What follows belongs to an exercise in optimizing a design on an open flow for small area and a short achievable clock period; a production flow would make more cautious choices.
Function was checked by simulation only, so behaviour that the tests miss may differ from the original.
Power and IR drop assume default switching activity.

==> flow/design.v <==
module regbank_mp_wsel #(
    parameter int W = 32
) (
    input  logic         sel_m,
    input  logic         sel_a,
    input  logic         hold,
    input  logic [W-1:0] wdata_m,
    input  logic [W-1:0] wdata_a,
    input  logic [W-1:0] q,
    output logic [W-1:0] d
);
    assign d = ({W{sel_m}} & wdata_m) | ({W{sel_a}} & wdata_a) | ({W{hold}} & q);
endmodule
module regbank_mp_aoi3 (
    input  logic [2:0] sel,
    input  logic [2:0] data,
    output logic       y_n
);
    assign y_n = ~|(sel & data);
endmodule
module regbank_mp_nand3 (input logic [2:0] a, output logic y);
    assign y = ~&a;
endmodule
module regbank_mp_nand2 (input logic [1:0] a, output logic y);
    assign y = ~&a;
endmodule
module regbank_mp_oai21 (input logic a1, input logic a2, input logic b1, output logic y);
    assign y = ~((a1 | a2) & b1);
endmodule
module regbank_mp_rfin (
    input  logic [4:0] p_n,
    input  logic       store_ok,
    input  logic       byp_m,
    input  logic       wdata_m,
    input  logic       byp_a,
    input  logic       wdata_a,
    output logic       y
);
    logic q1, q2, s_n, bm_n, ba_n;
    regbank_mp_nand3 u_q1 (.a(p_n[2:0]), .y(q1));
    regbank_mp_nand2 u_q2 (.a(p_n[4:3]), .y(q2));
    regbank_mp_oai21 u_s  (.a1(q1), .a2(q2), .b1(store_ok), .y(s_n));
    regbank_mp_nand2 u_bm (.a({byp_m, wdata_m}), .y(bm_n));
    regbank_mp_nand2 u_ba (.a({byp_a, wdata_a}), .y(ba_n));
    regbank_mp_nand3 u_y  (.a({s_n, bm_n, ba_n}), .y(y));
endmodule
module regbank_mp_rbit (
    input  logic [14:0] sel,
    input  logic [14:0] data,
    input  logic        store_ok,
    input  logic        byp_m,
    input  logic        wdata_m,
    input  logic        byp_a,
    input  logic        wdata_a,
    output logic        y
);
    logic [4:0] p_n;
    for (genvar k = 0; k < 5; k++) begin : g_p
        regbank_mp_aoi3 u_aoi (.sel(sel[3*k +: 3]), .data(data[3*k +: 3]), .y_n(p_n[k]));
    end
    regbank_mp_rfin u_fin (
        .p_n(p_n), .store_ok(store_ok), .byp_m(byp_m), .wdata_m(wdata_m),
        .byp_a(byp_a), .wdata_a(wdata_a), .y(y)
    );
endmodule
module regbank_mp #(
    parameter int ADDR_WIDTH = 5,
    parameter int DATA_WIDTH = 32,
    parameter int DEPTH      = 16,
    parameter int NUM_RD     = 3,
    parameter int BYPASS     = 1,
    parameter int ZERO_REG   = 1
) (
    input  logic                             CLK,
    input  logic                             RST,
    input  logic [NUM_RD*ADDR_WIDTH-1:0]     RADDR,
    output logic [NUM_RD*DATA_WIDTH-1:0]     RDATA,
    output logic [NUM_RD-1:0]                RBUSY,
    input  logic                             WE_A,
    input  logic [ADDR_WIDTH-1:0]            WADDR_A,
    input  logic [DATA_WIDTH-1:0]            WDATA_A,
    input  logic                             WE_M,
    input  logic [ADDR_WIDTH-1:0]            WADDR_M,
    input  logic [DATA_WIDTH-1:0]            WDATA_M,
    input  logic                             LD_ISSUE,
    input  logic [ADDR_WIDTH-1:0]            LD_RD,
    output logic [ADDR_WIDTH:0]              BUSY_CNT
);
    localparam int NR = DEPTH;
    logic [DATA_WIDTH-1:0] regs_q [1:NR-1];
    logic [DATA_WIDTH-1:0] regs_d [1:NR-1];
    logic [NR-1:1]         valid_q;
    logic                  e_q;
    logic [NR-1:1]         busy_q;
    logic [3:0]            busy_cnt_q;    
    function automatic logic [3:0] pre_lo(input logic [ADDR_WIDTH-1:0] a);
        for (int i = 0; i < 4; i++) pre_lo[i] = (a[1:0] == 2'(i));
    endfunction
    function automatic logic [3:0] pre_hi(input logic [ADDR_WIDTH-1:0] a, input logic en);
        for (int i = 0; i < 4; i++) pre_hi[i] = en && (a[4:2] == 3'(i));
    endfunction
    function automatic logic [NR-1:1] dec(input logic [3:0] lo, input logic [3:0] hi);
        for (int j = 1; j < NR; j++) dec[j] = lo[j % 4] && hi[j / 4];
    endfunction
    logic [3:0] wa_lo, wa_hi, wm_lo, wm_hi, ld_lo, ld_hi;
    assign wa_lo = pre_lo(WADDR_A);  assign wa_hi = pre_hi(WADDR_A, WE_A);
    assign wm_lo = pre_lo(WADDR_M);  assign wm_hi = pre_hi(WADDR_M, WE_M);
    assign ld_lo = pre_lo(LD_RD);    assign ld_hi = pre_hi(LD_RD, LD_ISSUE);
    logic [NR-1:1] wa_dec, wm_dec, ld_dec, sel_a, hold;
    assign wa_dec = dec(wa_lo, wa_hi);
    assign wm_dec = dec(wm_lo, wm_hi);
    assign ld_dec = dec(ld_lo, ld_hi);
    assign sel_a = wa_dec & ~wm_dec;
    assign hold  = ~(wa_dec | wm_dec);
    for (genvar j = 1; j < NR; j++) begin : g_w
        regbank_mp_wsel #(.W(DATA_WIDTH)) u_wsel (
            .sel_m(wm_dec[j]), .sel_a(sel_a[j]), .hold(hold[j]),
            .wdata_m(WDATA_M), .wdata_a(WDATA_A), .q(regs_q[j]), .d(regs_d[j])
        );
    end
    always_ff @(posedge CLK) begin
        for (int j = 1; j < NR; j++) regs_q[j] <= regs_d[j];
        valid_q <= (valid_q & {(NR-1){e_q}}) | wa_dec | wm_dec;
    end
    always_ff @(posedge CLK or posedge RST) begin
        if (RST) e_q <= 1'b0;
        else     e_q <= 1'b1;
    end
    logic [NR-1:1] busy_d;
    logic [3:0]    busy_cnt_d;
    logic          cnt_dec, cnt_inc;
    always_comb begin
        busy_d  = (busy_q & ~wm_dec) | ld_dec;
        cnt_dec = |(busy_q & wm_dec);
        cnt_inc = |(ld_dec & ~(busy_q & ~wm_dec));
        case ({cnt_inc, cnt_dec})
            2'b10:   busy_cnt_d = busy_cnt_q + 4'd1;
            2'b01:   busy_cnt_d = busy_cnt_q - 4'd1;
            default: busy_cnt_d = busy_cnt_q;
        endcase
    end
    always_ff @(posedge CLK or posedge RST) begin
        if (RST) begin
            busy_q     <= '0;
            busy_cnt_q <= '0;
        end else begin
            busy_q     <= busy_d;
            busy_cnt_q <= busy_cnt_d;
        end
    end
    assign BUSY_CNT = {{(ADDR_WIDTH-3){1'b0}}, busy_cnt_q};
    for (genvar g = 0; g < NUM_RD; g++) begin : g_rd
        logic [ADDR_WIDTH-1:0] ra;
        logic [3:0]            r_lo, r_hi;
        logic [NR-1:1]         rdec;
        logic                  r_ok, m_match, a_match, ld_match, busy_rd;
        logic                  store_ok, byp_m, byp_a;
        logic [NR-2:0]         sel;
        assign ra   = RADDR[g*ADDR_WIDTH +: ADDR_WIDTH];
        assign r_lo = pre_lo(ra);
        assign r_hi = pre_hi({1'b0, ra[3:0]}, 1'b1);
        assign rdec = dec(r_lo, r_hi);
        assign sel  = rdec & valid_q;
        assign r_ok     = !(r_lo[0] && r_hi[0]) && !ra[4];
        assign m_match  = |(r_lo & wm_lo) && |(r_hi & wm_hi) && r_ok;
        assign a_match  = |(r_lo & wa_lo) && |(r_hi & wa_hi) && r_ok;
        assign ld_match = |(r_lo & ld_lo) && |(r_hi & ld_hi) && r_ok;
        assign busy_rd  = |(rdec & busy_q) && !ra[4];
        assign store_ok = !m_match && !a_match && !ra[4] && e_q;
        assign byp_m = !RST && m_match;
        assign byp_a = !RST && a_match && !m_match;
        for (genvar b = 0; b < DATA_WIDTH; b++) begin : g_b
            logic [NR-2:0] data;
            for (genvar j = 1; j < NR; j++) begin : g_d
                assign data[j-1] = regs_q[j][b];
            end
            regbank_mp_rbit u_rbit (
                .sel(sel), .data(data), .store_ok(store_ok),
                .byp_m(byp_m), .wdata_m(WDATA_M[b]), .byp_a(byp_a), .wdata_a(WDATA_A[b]),
                .y(RDATA[g*DATA_WIDTH + b])
            );
        end
        assign RBUSY[g] = busy_rd && !(m_match && !ld_match);
    end
endmodule
==> flow/flow/run.sh <==
#!/bin/bash
# Standard layout, with plain buffers (instead of the default delay-cell choice) on the ports.
set -euo pipefail
bash standard.sh BUFFER_PORTS_ARGS="-buffer_cell sky130_fd_sc_hd__buf_2" finish > flow_make.log 2>&1
==> flow/standard.sh <==
#!/bin/bash
# synth_recipe.tcl (not shown) runs the flow's synth.tcl, then flattens the netlist and writes it again
# the make line also repeats each setting of config.mk as NAME=value (left out here)
make -C /OpenROAD-flow-scripts/flow DESIGN_CONFIG=/design/flow/config.mk WORK_HOME=/design/flow/orfs CLKGATE_MAP_FILE= SYNTH_SCRIPT=/design/flow/synth_recipe.tcl "${@:-finish}"
==> flow/config.mk <==
export PLATFORM = sky130hd
export DESIGN_NAME = regbank_mp
export DESIGN_NICKNAME = regbank_mp
export VERILOG_FILES = /design/flow/design.v
export SDC_FILE = /design/flow/constraint.sdc
export NUM_CORES = 4
export LEC_CHECK = 0
export CAP_MARGIN = 20
export CELL_PAD_IN_SITES_DETAIL_PLACEMENT = 1
export CELL_PAD_IN_SITES_GLOBAL_PLACEMENT = 1
export CORE_MARGIN = 2
export CORE_UTILIZATION = 40
export CTS_BUF_LIST = sky130_fd_sc_hd__clkbuf_8
export CTS_CLUSTER_DIAMETER = 80
export CTS_CLUSTER_SIZE = 24
export PLACE_DENSITY = 0.6
export SETUP_SLACK_MARGIN = 2.4
export SLEW_MARGIN = 20
export SYNTH_HIERARCHICAL = 1
export SYNTH_MINIMUM_KEEP_SIZE = 0
==> flow/constraint.sdc <==
create_clock -name core_clock -period 7.5 [get_ports {CLK}]
set_input_delay 1.5000 -clock core_clock [delete_from_list [all_inputs] [get_ports {CLK}]]
set_output_delay 1.5000 -clock core_clock [all_outputs]
set_load 0.01 [all_outputs]
==> results of run 1 <==
==> kinds of logic after synthesis <==
| group | synth area share, % |
|---|---|
| AOI/OAI and AO/OA | 38.2 |
| and+or+nand+nor | 11.9 |
| buffers and inverters | 10.6 |
| DFF | 37.2 |
| xor gates and xnor gates | 1.25 |
| muxes | 0.533 |
| adders and majority gates | 0.206 |
| other | 0.0269 |
==> cell usage after synthesis, drive strengths merged (4+ instances only) <==
cell	number
a21oi	20
a222oi	961
a22oi	9
a31oi	7
a32oi	4
and2	6
and3	49
buf	158
clkbuf	10
dfrtp	20
dfxtp	495
inv	488
mux2i	7
nand2	348
nand2b	7
nand3	195
nand4	8
nand4bb	4
nor2	43
nor2b	19
nor3	13
nor3b	7
o21ai	125
o22ai	4
o31ai	5
xnor2	11
xor2	29
==> modules after synthesis (local to each module, per instance), excerpt <==
module,flip-flops and latches,cells
regbank_mp,515,943
regbank_mp_aoi3,0,1
regbank_mp_nand2,0,1
regbank_mp_nand3,0,1
regbank_mp_oai21,0,1
==> power by group through the flow <==
stage | logic [uW] | clock network (uW) | registers (uW)
4_1_cts | 1220 | 1940 | 4150
3_3_place_gp | 1090 | 0 | 4140
2_1_floorplan | 813 | 0 | 3980
3_5_place_dp | 1180 | 0 | 4200
==> worst max path at each step <==
stage	depth (start not counted)	end	slack, ns	from
CTS	8	RDATA[33]	2.32	RADDR[8]
detailed placement	8	RDATA[5]	1.86	RADDR[3]
global placement	8	RDATA[5]	1.87	RADDR[3]
floorplan	7	RDATA[0]	2.52	RADDR[1]
==> layer usage <==
layer / GRT overflow / track usage [%]
met1: 0 / 59.3
met4: 0 / 36.8
met3: 0 / 22.5
met2: 2 / 69.7
met5: 0 / 2.03
==> through the flow <==
step	utilization, %	setup slack (ns)	instance area [um2]	hold WS (ns)	total power [uW]
after CTS	46.0	2.32	31700	0.477	7310
after detailed placement	43.6	1.86	30000	0.457	5380
after global placement	43.4	1.87	29900	0.449	5230
after floorplan	-	2.52	28000	0.435	4800
==> what timing repair did <==
| item | in CTS |
|---|---|
| gates cloned | 10 |
| pin swaps | 24 |
| hold buffers | 0 |
| endpoints found under the setup margin | 96 |
| resized for setup | 69 |
| setup buffers | 29 |
==> impl_metrics.json, run 1 <==
{
  "synth_unique_cells": 64,
  "synth_async_sr_flop_share_pct": 3.88,
  "port-buffer-count": 201,
  "error": "[ERROR GRT-0232] Routing congestion too high. Check the congestion heatmap in the GUI.",
  "maximum_number_of_pins_on_one_net_before_global_route_repair": 38,
  "max-clock-path-buffers": 3,
  "vertical_die_dimension_um": 268,
  "cts-buffers-inserted": 37,
  "synth-warning-count": 10,
  "synth_ff_type": "dfxtp_1",
  "cts_max_level": 2,
  "rows": 96,
  "grt_overflow_total": 2,
  "global_route.usage.total_pct": 49.7,
  "synthesis.area_per_instance_um2": 9.04,
  "place.detailed.instances": 4122,
  "synth-seq-area-share_pct": 37.2,
  "synth_top_area_cell": "dfxtp_1",
  "clock_sinks": 515,
  "synth_edf_count": 0,
  "detailed_place_hpwl_mm": 94.8,
  "gpl.final_weighted_congestion": 0.928,
  "initial_utilization_pct": 40.6,
  "stop_stage": "global routing (5_1_grt)",
  "die_w_um": 268,
  "synth_top_area_share_pct": 35.4,
  "run_status": "aborted with a tool error",
  "synth_area_um2": 28000,
  "netlist_top_cells_area": "dfxtp_1 35%, a222oi_1 34%, inv_1 6.6%",
  "cts-root-buf": "clkbuf_8",
  "floorplan.io_pins": 204,
  "postSynthCellCount": 3094,
  "postSynthRegisterBits": 515
}
==> run 2: changes to the inputs <==
--- a/flow/config.mk
+++ b/flow/config.mk
@@ -13,4 +13,2 @@
 export CTS_BUF_LIST = sky130_fd_sc_hd__clkbuf_8
-export CTS_CLUSTER_DIAMETER = 80
-export CTS_CLUSTER_SIZE = 24
 export PLACE_DENSITY = 0.6
==> impl_metrics.json, run 2 <==
{
  "run_status": "aborted with a tool error",
  "synth_most_common_cell": "a222oi_1",
  "netlist_top_cells_area": "dfxtp_1 35%, a222oi_1 34%, inv_1 6.6%",
  "synth-seq-area-share_pct": 37.2,
  "cts-root-buf": "clkbuf_8",
  "place.detailed.instances": 4122,
  "synthesis.area_per_instance_um2": 9.04,
  "synth_unique_cells": 64,
  "synth_ff_type": "dfxtp_1",
  "die_w_um": 268,
  "postSynthCellCount": 3094,
  "port-buffer-count": 201,
  "clock_sinks": 515,
  "initial_utilization_pct": 40.6,
  "cts_hold_buffers": 0,
  "maximum_number_of_pins_on_one_net_before_global_route_repair": 38,
  "synth_edf_count": 0,
  "postSynthRegisterBits": 515,
  "synth_area_um2": 28000,
  "max-clock-path-buffers": 3,
  "grt_overflow_total": 13,
  "floorplan.io_pins": 204,
  "synth_top_area_share_pct": 35.4,
  "vertical_die_dimension_um": 268,
  "cts-buffers-inserted": 96,
  "synth_top_area_cell": "dfxtp_1",
  "global_route.usage.total_pct": 50.5,
  "rows": 96,
  "placement_stage_worst_setup_slack_ns": 1.86,
  "synth_async_sr_flop_share_pct": 3.88,
  "cts_max_level": 3,
  "gpl.final_weighted_congestion": 0.928,
  "error": "[ERROR GRT-0232] Routing congestion too high. Check the congestion heatmap in the GUI.",
  "synth.cells.most_frequent": "961 x a222oi_1, 495 x dfxtp_1, 488 x inv_1",
  "synth-warning-count": 10,
  "detailed_place_hpwl_mm": 94.8,
  "stop_stage": "global routing (5_1_grt)"
}
==> run 2: worst max-delay path by stage <==
stage | start | to | depth (start not counted)
4_1_cts | RADDR[8] | RDATA[33] | 8
3_5_place_dp | RADDR[3] | RDATA[5] | 8
2_1_floorplan | RADDR[1] | RDATA[0] | 7
3_3_place_gp | RADDR[3] | RDATA[5] | 8
==> run 2: per-stage QoR <==
stage,instance area (um2),util [%]
floorplan,28000,-
global placement,29900,43.4
detailed placement,30000,43.6
CTS,32700,47.4
==> run 2: routing by layer <==
layer | track usage (%) | GRT overflow
met5 | 1.08 | 0
met4 | 36.7 | 1
met3 | 23.1 | 0
met2 | 70.7 | 7
met1 | 60.6 | 5
==> run 2: logic make-up after synthesis <==
kind of cell               count (synthesis)  synth area share (%)
AOI/OAI and AO/OA                       1150                  38.2
and+or+nand+nor                          715                  11.9
buffers and inverters                    656                  10.6
DFF                                      515                  37.2
xor gates and xnor gates                  40                  1.25
muxes                                     12                 0.533
adders and majority gates                  4                 0.206
other                                      2                0.0269
==> run 2: power groups by stage <==
stage | clock (uW) | sequential [uW] | combinational [uW]
CTS | 2800 | 4160 | 1220
detailed placement | 0 | 4200 | 1180
global placement | 0 | 4140 | 1090
floorplan | 0 | 3980 | 813
==> run 2: what timing repair did <==
item                       CTS
setup buffers               28
pin swaps                   23
resized for setup           69
setup endpoints to repair   96
cloned                      10
==> run 2: Yosys stat by module (local to each module, per instance), excerpt <==
module | flops+latches | area [um2]
regbank_mp_nand2 | 0 | 3.75
regbank_mp_aoi3 | 0 | 10.0
regbank_mp_nand3 | 0 | 5.00
regbank_mp | 515 | 13100
regbank_mp_oai21 | 0 | 5.00
==> run 3: changes to the inputs <==
--- a/flow/config.mk
+++ b/flow/config.mk
@@ -13,2 +13,4 @@
 export CTS_BUF_LIST = sky130_fd_sc_hd__clkbuf_8
+export CTS_CLUSTER_DIAMETER = 60
+export CTS_CLUSTER_SIZE = 12
 export PLACE_DENSITY = 0.6
==> impl_metrics.json, run 3 <==
{
  "synth-warning-count": 10,
  "yosys.area_share.simple_pct": 11.9,
  "error": "[ERROR GRT-0232] Routing congestion too high. Check the congestion heatmap in the GUI.",
  "synth_ff_type": "dfxtp_1",
  "clock_sinks": 515,
  "multiplexer_share_of_the_synthesized_area_pct": 0.533,
  "postSynthCellCount": 3094,
  "synth_top_area_cell": "dfxtp_1",
  "grt_overflow_total": 11,
  "main_combinational_cell_family_by_area_after_synthesis": "compound AO/OA/AOI/OAI gates",
  "synth_compound_gate_area_share_pct": 38.2,
  "gpl.final_weighted_congestion": 0.928,
  "cts_max_level": 2,
  "postSynthRegisterBits": 515,
  "synth_top_area_share_pct": 35.4,
  "floorplan.io_pins": 204,
  "vertical_die_dimension_um": 268,
  "cts_hold_buffers": 0,
  "synth_area_um2": 28000,
  "synth_xor_area_share_pct": 1.25,
  "initial_utilization_pct": 40.6,
  "synth_most_common_cell": "a222oi_1",
  "netlist_top_cells_area": "dfxtp_1 35%, a222oi_1 34%, inv_1 6.6%",
  "port-buffer-count": 201,
  "synthesis.area_per_instance_um2": 9.04,
  "global_route.usage.total_pct": 50.4,
  "run_status": "aborted with a tool error",
  "maximum_number_of_pins_on_one_net_before_global_route_repair": 38,
  "stop_stage": "global routing (5_1_grt)",
  "synth.cells.most_frequent": "961 x a222oi_1, 495 x dfxtp_1, 488 x inv_1",
  "synth-seq-area-share_pct": 37.2,
  "placedInstanceArea_um2": 30000,
  "detailed_place_hpwl_mm": 94.8,
  "cts-buffers-inserted": 56,
  "synth_unique_cells": 64,
  "synth_async_sr_flop_share_pct": 3.88,
  "max-clock-path-buffers": 3,
  "rows": 96,
  "synth_edf_count": 0,
  "die_w_um": 268,
  "cts-root-buf": "clkbuf_8",
  "synthAdderAreaFrac_pct": 0.206
}
## run 3: layer usage
| layer | track usage, % | overflow |
|---|---|---|
| met5 | 3.11 | 0 |
| met3 | 22.5 | 0 |
| met2 | 70.3 | 2 |
| met1 | 61.3 | 9 |
| met4 | 35.4 | 0 |
## run 3: logic make-up after synthesis
kind of cell / Yosys count
xor gates and xnor gates: 40
and+or+nand+nor: 715
adders and majority gates: 4
DFF: 515
buffers and inverters: 656
AOI/OAI and AO/OA: 1150
muxes: 12
other: 2
## run 3: how the worst max path moves through the flow
| stage | endpoint | slack, ns | depth (start not counted) |
|---|---|---|---|
| 4_1_cts | RDATA[33] | 2.32 | 8 |
| 2_1_floorplan | RDATA[0] | 2.52 | 7 |
| 3_3_place_gp | RDATA[5] | 1.87 | 8 |
| 3_5_place_dp | RDATA[5] | 1.86 | 8 |
## run 3: power by group through the flow
| stage | combinational, uW | sequential (uW) | clock, uW |
|---|---|---|---|
| 3_5_place_dp | 1180 | 4200 | 0 |
| 3_3_place_gp | 1090 | 4140 | 0 |
| 4_1_cts | 1220 | 4160 | 2110 |
| 2_1_floorplan | 813 | 3980 | 0 |
## run 3: metrics by stage
step / cells / total power (uW) / hold slack [ns] / setup slack, ns
3_3_place_gp: 4117 / 5230 / 0.449 / 1.87
3_5_place_dp: 4122 / 5380 / 0.457 / 1.86
4_1_cts: 4246 / 7490 / 0.471 / 2.32
2_1_floorplan: 3095 / 4800 / 0.435 / 2.52
## run 3: per-module statistics from Yosys (local to each module, per instance), excerpt
module	cell area (um2)	cells inside	flip-flops and latches
regbank_mp_oai21	5.00	1	0
regbank_mp	13100	943	515
regbank_mp_nand2	3.75	1	0
regbank_mp_aoi3	10.0	1	0
regbank_mp_nand3	5.00	1	0
## run 3: repair_timing
| item | in CTS |
|---|---|
| gates resized for setup | 61 |
| cloned | 6 |
| endpoints found under the setup margin | 96 |
| buffers inserted | 30 |
| pin swaps | 23 |
==> run 4: changes to the inputs <==
--- a/flow/config.mk
+++ b/flow/config.mk
@@ -11,3 +11,3 @@
 export CORE_MARGIN = 2
-export CORE_UTILIZATION = 40
+export CORE_UTILIZATION = 35
 export CTS_BUF_LIST = sky130_fd_sc_hd__clkbuf_8
@@ -16,3 +16,3 @@
 export PLACE_DENSITY = 0.6
-export SETUP_SLACK_MARGIN = 2.4
+export SETUP_SLACK_MARGIN = 2.2
 export SLEW_MARGIN = 20
==> impl_metrics.json, run 4 <==
{
  "run_status": "finished clean",
  "drt_drc_violations_left": 0,
  "synth_edf_count": 0,
  "synthesis.area_per_instance_um2": 9.04,
  "initial_utilization_pct": 35.4,
  "most_common_cell_after_layout_fill_and_taps_aside": "a222oi_1",
  "die_w_um": 287,
  "clk_transition_reported_paths_ns": 0.08,
  "synth_top_area_cell": "dfxtp_1",
  "placeableCoreArea_um2": 79000,
  "critical_path.cell_chain": "buf_2, nor2b_1, and3_4, a222oi_1, nand3_1, o21ai_1, nand3_1, buf_2",
  "number_of_flip_flops_under_the_largest_register_name": 480,
  "rows": 103,
  "vdd.ir_drop.worst_mv": 0.151,
  "synth_unique_cells": 64,
  "grt_first_pass_wirelength_mm": 241,
  "synth.cells.most_frequent": "961 x a222oi_1, 495 x dfxtp_1, 488 x inv_1",
  "gpl.final_weighted_congestion": 0.922,
  "cts-root-buf": "clkbuf_8",
  "netlist_top_cells_area": "dfxtp_1 35%, a222oi_1 34%, inv_1 6.6%",
  "reg2reg_setup_slack_ns": 4.66,
  "synth_top_area_share_pct": 35.4,
  "mostFrequentLayoutCells": "961 x a222oi_1, 498 x inv_1, 495 x dfxtp_1",
  "finalNetCount": 3403,
  "grt_antenna_before_repair": 10,
  "synth_async_sr_flop_share_pct": 3.88,
  "detailed_place_hpwl_mm": 94.8,
  "routed-via-count": 34469,
  "clock_sinks": 515,
  "synth_area_um2": 28000,
  "max_cap_viol_count": 0,
  "finalCritPeriodShare_pct": 72.1,
  "synth_ff_type": "dfxtp_1",
  "die_area_um2": 82200,
  "avgViaCountPerCell": 7.84,
  "critPathSlowestCell": "and3_4",
  "vias_in_the_first_global_route": 34440,
  "grt_overflow_total": 0,
  "synth_most_common_cell": "a222oi_1",
  "cp-end-kind": "output port",
  "maximum_number_of_pins_on_one_net_before_global_route_repair": 38,
  "floorplan.io_pins": 204,
  "postSynthCellCount": 3094,
  "slew_worst_pin_ns": 1.08,
  "worst_setup_path_start_kind": "primary input",
  "drt.antenna.violating_nets": 0,
  "max_freq_ghz": 0.185,
  "setup.worst_path.class": "primary input to output port",
  "timing.critical_path.arrival_ns": 3.91,
  "synth-warning-count": 10,
  "period_needed_ns": 5.41,
  "max-clock-path-buffers": 3,
  "synth-seq-area-share_pct": 37.2,
  "slew_headroom_pct": 27.7,
  "detail_route.first_pass.iterations": 14,
  "final-setup-viol-count": 0,
  "final_cells": 4398,
  "global_route.usage.total_pct": 39.7,
  "worstPathRequired_ns": 6.00,
  "slowest_delay_ns": 0.79,
  "grt_setup_unrepaired": "true",
  "post_route_cells_drive_above_1_share_pct": 15.9,
  "biggestRegsByFlops": "regs_q x480, busy_q x15, valid_q x15",
  "leakage_power_uw": 0.0154,
  "clk_latency_ns": 0.73,
  "fin_setup_tns_ns": 0,
  "tritoncts": "done",
  "hold_viol": 0,
  "syn_to_final_growth_pct": 15.3,
  "place.detailed.instances": 4249,
  "vertical_die_dimension_um": 287,
  "max_flop_register": "regs_q",
  "critical_path_peak_fanout": 32,
  "routed_wl_mm": 174,
  "starting_drc_count_in_detailed_routing": 10562,
  "worstHoldPathType": "flop to flop",
  "max_slew_violation_count": 0,
  "port-buffer-count": 201,
  "postSynthRegisterBits": 515,
  "finClkSkew_ns": 0.00700,
  "power_density_nw_per_um2": 242,
  "detail_route.wl_per_cell_um": 39.5,
  "cts_max_level": 2,
  "cts-buffers-inserted": 61
}
## run 4: per-module statistics from Yosys, one instance, submodules excluded, excerpt
| module | copies in the design | cells inside | cell area (um2) |
|---|---|---|---|
| regbank_mp | 1 | 943 | 13100 |
| regbank_mp_aoi3 | 480 | 1 | 10.0 |
| regbank_mp_nand3 | 192 | 1 | 5.00 |
| regbank_mp_oai21 | 96 | 1 | 5.00 |
| regbank_mp_nand2 | 288 | 1 | 3.75 |
## run 4: final timing paths
path / start / to / cells after the start
max: RADDR[2] / RDATA[26] / 8
min: busy_cnt_q[3] / busy_cnt_q[3] / 1
max reg2reg: busy_q[10] / busy_cnt_q[3] / 11
min reg2reg: busy_cnt_q[3] / busy_cnt_q[3] / 1
max in group asynchronous: RST / busy_q[12] / 2
min in group asynchronous: RST / busy_q[3] / 2
## run 4: power by group
group / total [uW] / leakage, uW / internal, uW / switching, uW
logic: 1250 / 0.0103 / 538 / 710
clock network: 2350 / 0.000717 / 1100 / 1240
registers: 4200 / 0.00438 / 3430 / 774
## run 4: kinds of logic after synthesis
logic type,Yosys count,share of synthesized area [%]
buffers and inverters,656,10.6
AOI/OAI and AO/OA,1150,38.2
other,2,0.0269
adders and majority gates,4,0.206
DFF,515,37.2
xor gates and xnor gates,40,1.25
muxes,12,0.533
and+or+nand+nor,715,11.9
## run 4: critical path: cells and delay by family
| kind | cells | cell delay (ns) |
|---|---|---|
| AND/OR/NAND/NOR | 4 | 1.56 |
| buffers and inverters | 2 | 0.40 |
| AO/OA/AOI/OAI | 2 | 0.40 |
## run 4: cell type report
class / instances / area (um2)
Tap cell: 1050 / 1310
Timing Repair Buffer: 306 / 2010
Fill cell: 9147 / 46800
Clock inverter: 40 / 409
Inverter: 488 / 1830
Antenna cell: 2 / 5.00
Multi-Input combinational cell: 1928 / 15300
Sequential cell: 515 / 10400
Clock buffer: 69 / 950
## run 4: layer usage
layer,vias to the layer above,part of all wire (%),track usage [%]
met5,-,0.037,0
met4,10,6.4,25.2
met3,685,15,12.1
met2,3130,43,59.6
met1,17076,36,49.5
li1,13568,-,-
## run 4: what timing repair did
item	in CTS	in global routing
endpoints found under the setup margin	96	94
pin swaps	13	11
cloned	3	1
hold buffers	0	0
resized for setup	49	16
buffers inserted	21	13
## run 4: metrics by stage
stage	util (%)	setup slack [ns]	total power, uW	hold WS [ns]	cell area (um2)
6_report	40.8	2.09	7790	0.486	32200
5_1_grt	40.8	2.11	8110	0.497	32200
2_1_floorplan	-	2.52	4800	0.435	28000
3_5_place_dp	38.2	1.89	5380	0.464	30200
4_1_cts	40.6	2.21	7710	0.488	32100
3_3_place_gp	38.2	1.60	5230	0.459	30200
==> run 5: changes to the inputs <==
--- a/flow/config.mk
+++ b/flow/config.mk
@@ -11,3 +11,3 @@
 export CORE_MARGIN = 2
-export CORE_UTILIZATION = 35
+export CORE_UTILIZATION = 30
 export CTS_BUF_LIST = sky130_fd_sc_hd__clkbuf_8
==> impl_metrics.json, run 5 <==
{
  "grt_setup_unrepaired": "true",
  "share_clk_of_total_power_pct": 30.3,
  "grt_first_pass_wirelength_mm": 237,
  "cts_hold_buffers": 0,
  "drt_drc_violations_left": 0,
  "finClkSkew_ns": 0.0166,
  "max_slew_violation_count": 0,
  "vdd.ir_drop.worst_mv": 0.148,
  "pwr-share-comb_pct": 15.7,
  "critical_path_peak_fanout": 33,
  "max-clock-path-buffers": 3,
  "synth_edf_count": 0,
  "post_route_cells_drive_above_1_share_pct": 15.4,
  "postSynthCellCount": 3094,
  "synth_unique_cells": 64,
  "synth_async_sr_flop_share_pct": 3.88,
  "reg2reg_to": "busy_cnt_q[3]",
  "cts-root-buf": "clkbuf_8",
  "vertical_die_dimension_um": 309,
  "tritoncts": "done",
  "max_freq_ghz": 0.186,
  "sequential_cell_area_um2": 10400,
  "start_of_the_worst_register_to_register_path": "busy_q[13]",
  "clk_latency_ns": 0.74,
  "postSynthRegisterBits": 515,
  "synth-warning-count": 10,
  "most_common_cell_after_layout_fill_and_taps_aside": "a222oi_1",
  "cts_max_level": 2,
  "detailed_place_hpwl_mm": 93.8,
  "synth_ff_type": "dfxtp_1",
  "fraction_of_power_spent_switching_nets_pct": 34.8,
  "leakage_power_uw": 0.0153,
  "fin_hold_ws_ns": 0.477,
  "hold_viol": 0,
  "final-setup-viol-count": 0,
  "die_area_um2": 95700,
  "synth_top_area_cell": "dfxtp_1",
  "run_status": "finished clean",
  "hold_path.startpoint": "busy_cnt_q[3]",
  "clock_sinks": 515,
  "nFillCells": 10789,
  "reg2reg_setup_slack_ns": 4.85,
  "power_density_nw_per_um2": 241,
  "grt_antenna_before_repair": 9,
  "timing.critical_path.arrival_ns": 3.88,
  "worstHoldPathType": "flop to flop",
  "cts-buffers-inserted": 60,
  "worstPathRequired_ns": 6.00,
  "global_route.usage.total_pct": 33.9,
  "placeableCoreArea_um2": 91900,
  "fin_setup_tns_ns": 0,
  "die_w_um": 309,
  "gpl.final_weighted_congestion": 0.861,
  "max_flop_register": "regs_q",
  "routed-via-count": 34162,
  "avgViaCountPerCell": 7.47,
  "synth_area_um2": 28000,
  "port-buffer-count": 201,
  "detail_route.wl_per_cell_um": 39.2,
  "rows": 111,
  "setup.worst_path.class": "primary input to output port",
  "slew_worst_pin_ns": 1.07,
  "slew_headroom_pct": 28.3,
  "power_frac_seq_pct": 53.9,
  "synth_top_area_share_pct": 35.4,
  "finalNetCount": 3387,
  "holdPathEnd": "busy_cnt_q[3]",
  "number_of_cells_traversed_by_the_worst_hold_path": 1,
  "vias_in_the_first_global_route": 32478,
  "multiInputGateArea_um2": 15500,
  "synth-seq-area-share_pct": 37.2,
  "biggestRegsByFlops": "regs_q x480, busy_q x15, valid_q x15",
  "drt.antenna.violating_nets": 0,
  "total_switching_power_uw": 2710,
  "mostFrequentLayoutCells": "961 x a222oi_1, 495 x inv_1, 495 x dfxtp_1",
  "cp-end-kind": "output port",
  "cell_internal_pwr_uw": 5070,
  "syn_to_final_growth_pct": 15.5,
  "worst_setup_path_start_kind": "primary input",
  "routed_wl_mm": 179,
  "floorplan.io_pins": 204,
  "synth.cells.most_frequent": "961 x a222oi_1, 495 x dfxtp_1, 488 x inv_1",
  "grt_overflow_total": 0,
  "detail_route.first_pass.iterations": 15,
  "clk_transition_reported_paths_ns": 0.08,
  "starting_drc_count_in_detailed_routing": 9544,
  "synthesis.area_per_instance_um2": 9.04,
  "netlist_top_cells_area": "dfxtp_1 35%, a222oi_1 34%, inv_1 6.6%",
  "initial_utilization_pct": 30.4,
  "finalCritPeriodShare_pct": 71.7,
  "maximum_number_of_pins_on_one_net_before_global_route_repair": 38,
  "max_cap_viol_count": 0,
  "number_of_flip_flops_under_the_largest_register_name": 480,
  "synth_most_common_cell": "a222oi_1",
  "period_needed_ns": 5.38,
  "worstRegToRegCells": 11
}
run 5: how the worst max path moves through the flow:
stage,end,startpoint
2_1_floorplan,RDATA[0],RADDR[1]
3_3_place_gp,RDATA[18],RADDR[3]
3_5_place_dp,RDATA[56],RADDR[6]
4_1_cts,RDATA[56],RADDR[8]
5_1_grt,RDATA[33],RADDR[8]
6_report,RDATA[92],RADDR[10]
run 5: through the flow:
step | cells | instance area (um2) | total power [uW] | setup WS (ns) | util [%]
floorplan | 3095 | 28000 | 4800 | 2.52 | -
global placement | 4437 | 30400 | 5290 | 1.83 | 33.0
detailed placement | 4438 | 30400 | 5360 | 1.85 | 33.1
CTS | 4542 | 32000 | 7680 | 2.19 | 34.8
global route | 4567 | 32300 | 8090 | 2.13 | 35.1
finish | 4573 | 32300 | 7780 | 2.12 | 35.1
run 5: routing by layer:
layer	part of all wire, %	global-route usage (%)	routed length, um
met3	14	8.47	25500
met4	7.0	18.8	12500
met1	36	43.3	65000
met5	0.026	0	46
met2	43	52.1	76200
run 5: power by group through the flow:
stage	logic, uW	registers, uW	clock network, uW
after floorplan	813	3980	0
after global placement	1110	4180	0
after detailed placement	1170	4190	0
after CTS	1170	4140	2370
after global routing	1350	4270	2470
final	1220	4190	2360
run 5: logic make-up (layout without fill, tap and decap cells):
kind of cell | after synthesis | count (layout) | synth area share (%)
AOI/OAI and AO/OA | 1150 | 1150 | 38.2
xor gates and xnor gates | 40 | 40 | 1.25
adders and majority gates | 4 | 4 | 0.206
buffers and inverters | 656 | 868 | 10.6
DFF | 515 | 515 | 37.2
muxes | 12 | 12 | 0.533
other | 2 | 12 | 0.0269
and+or+nand+nor | 715 | 729 | 11.9
run 5: worst max-delay path: stages:
cell      delay, ns
buf_2          0.22
nor2b_1        0.47
and3_4         0.79
a222oi_1       0.22
nand3_1        0.22
o21ai_1        0.13
nand3_1        0.13
buf_2          0.14
run 5: what timing repair did:
action	in CTS	in global routing
setup buffers	5	8
cloned	0	14
resized for setup	48	34
pin swaps	5	19
setup endpoints to repair	96	89
run 5: layout make-up:
| class | instances | share of cell area (%) |
|---|---|---|
| multi-input cells | 1938 | 47.9 |
| diodes | 9 | 0.0698 |
| clock inverters | 35 | 1.41 |
| well taps | 1243 | 4.82 |
| clock buffers | 64 | 2.73 |
| repair buffers | 281 | 5.16 |
| inverters | 488 | 5.67 |
| flip-flops and latches | 515 | 32.2 |
run 5: per-module statistics from Yosys (local to each module, per instance), a selection:
module | flops+latches | cells
regbank_mp | 515 | 943
regbank_mp_nand3 | 0 | 1
regbank_mp_oai21 | 0 | 1
regbank_mp_aoi3 | 0 | 1
regbank_mp_nand2 | 0 | 1

==> separate check: timing with driven ports <==
The flow's constraints put no driver on any port. The routed layouts listed below were extracted and timed again, unchanged, in two steps. Step 1 (the two cells are an assumption about what drives the block):
set clk [get_ports {CLK}]
set_driving_cell -lib_cell sky130_fd_sc_hd__clkbuf_16 $clk
set_driving_cell -lib_cell sky130_fd_sc_hd__buf_2 [delete_from_list [all_inputs] $clk]
Step 2 adds t to the input delays and takes it off the output delays; t is the mean of the earliest and latest rising clock arrival at the registers after step 1. Input paths then give back, and output paths get back, about the clock's delay inside the block. Slacks: no drivers / after step 1 / after step 2; pairs: no drivers / after step 1.
| run | t, ns | slack for setup (ns) | worst setup path at the end | worst slew at a driven data input, ns |
|---|---|---|---|---|
| run 4 | 0.809 | 2.092 / 2.033 / 2.033 | input to output | 0.06 |
| run 5 | 0.815 | 2.121 / 2.044 / 2.044 | input to output | 0.09 |
After both steps every run listed still meets setup and hold. For run 5, which loses most, drivers alone change the setup slack by -0.077 ns; drivers and shift together by -0.077 ns.
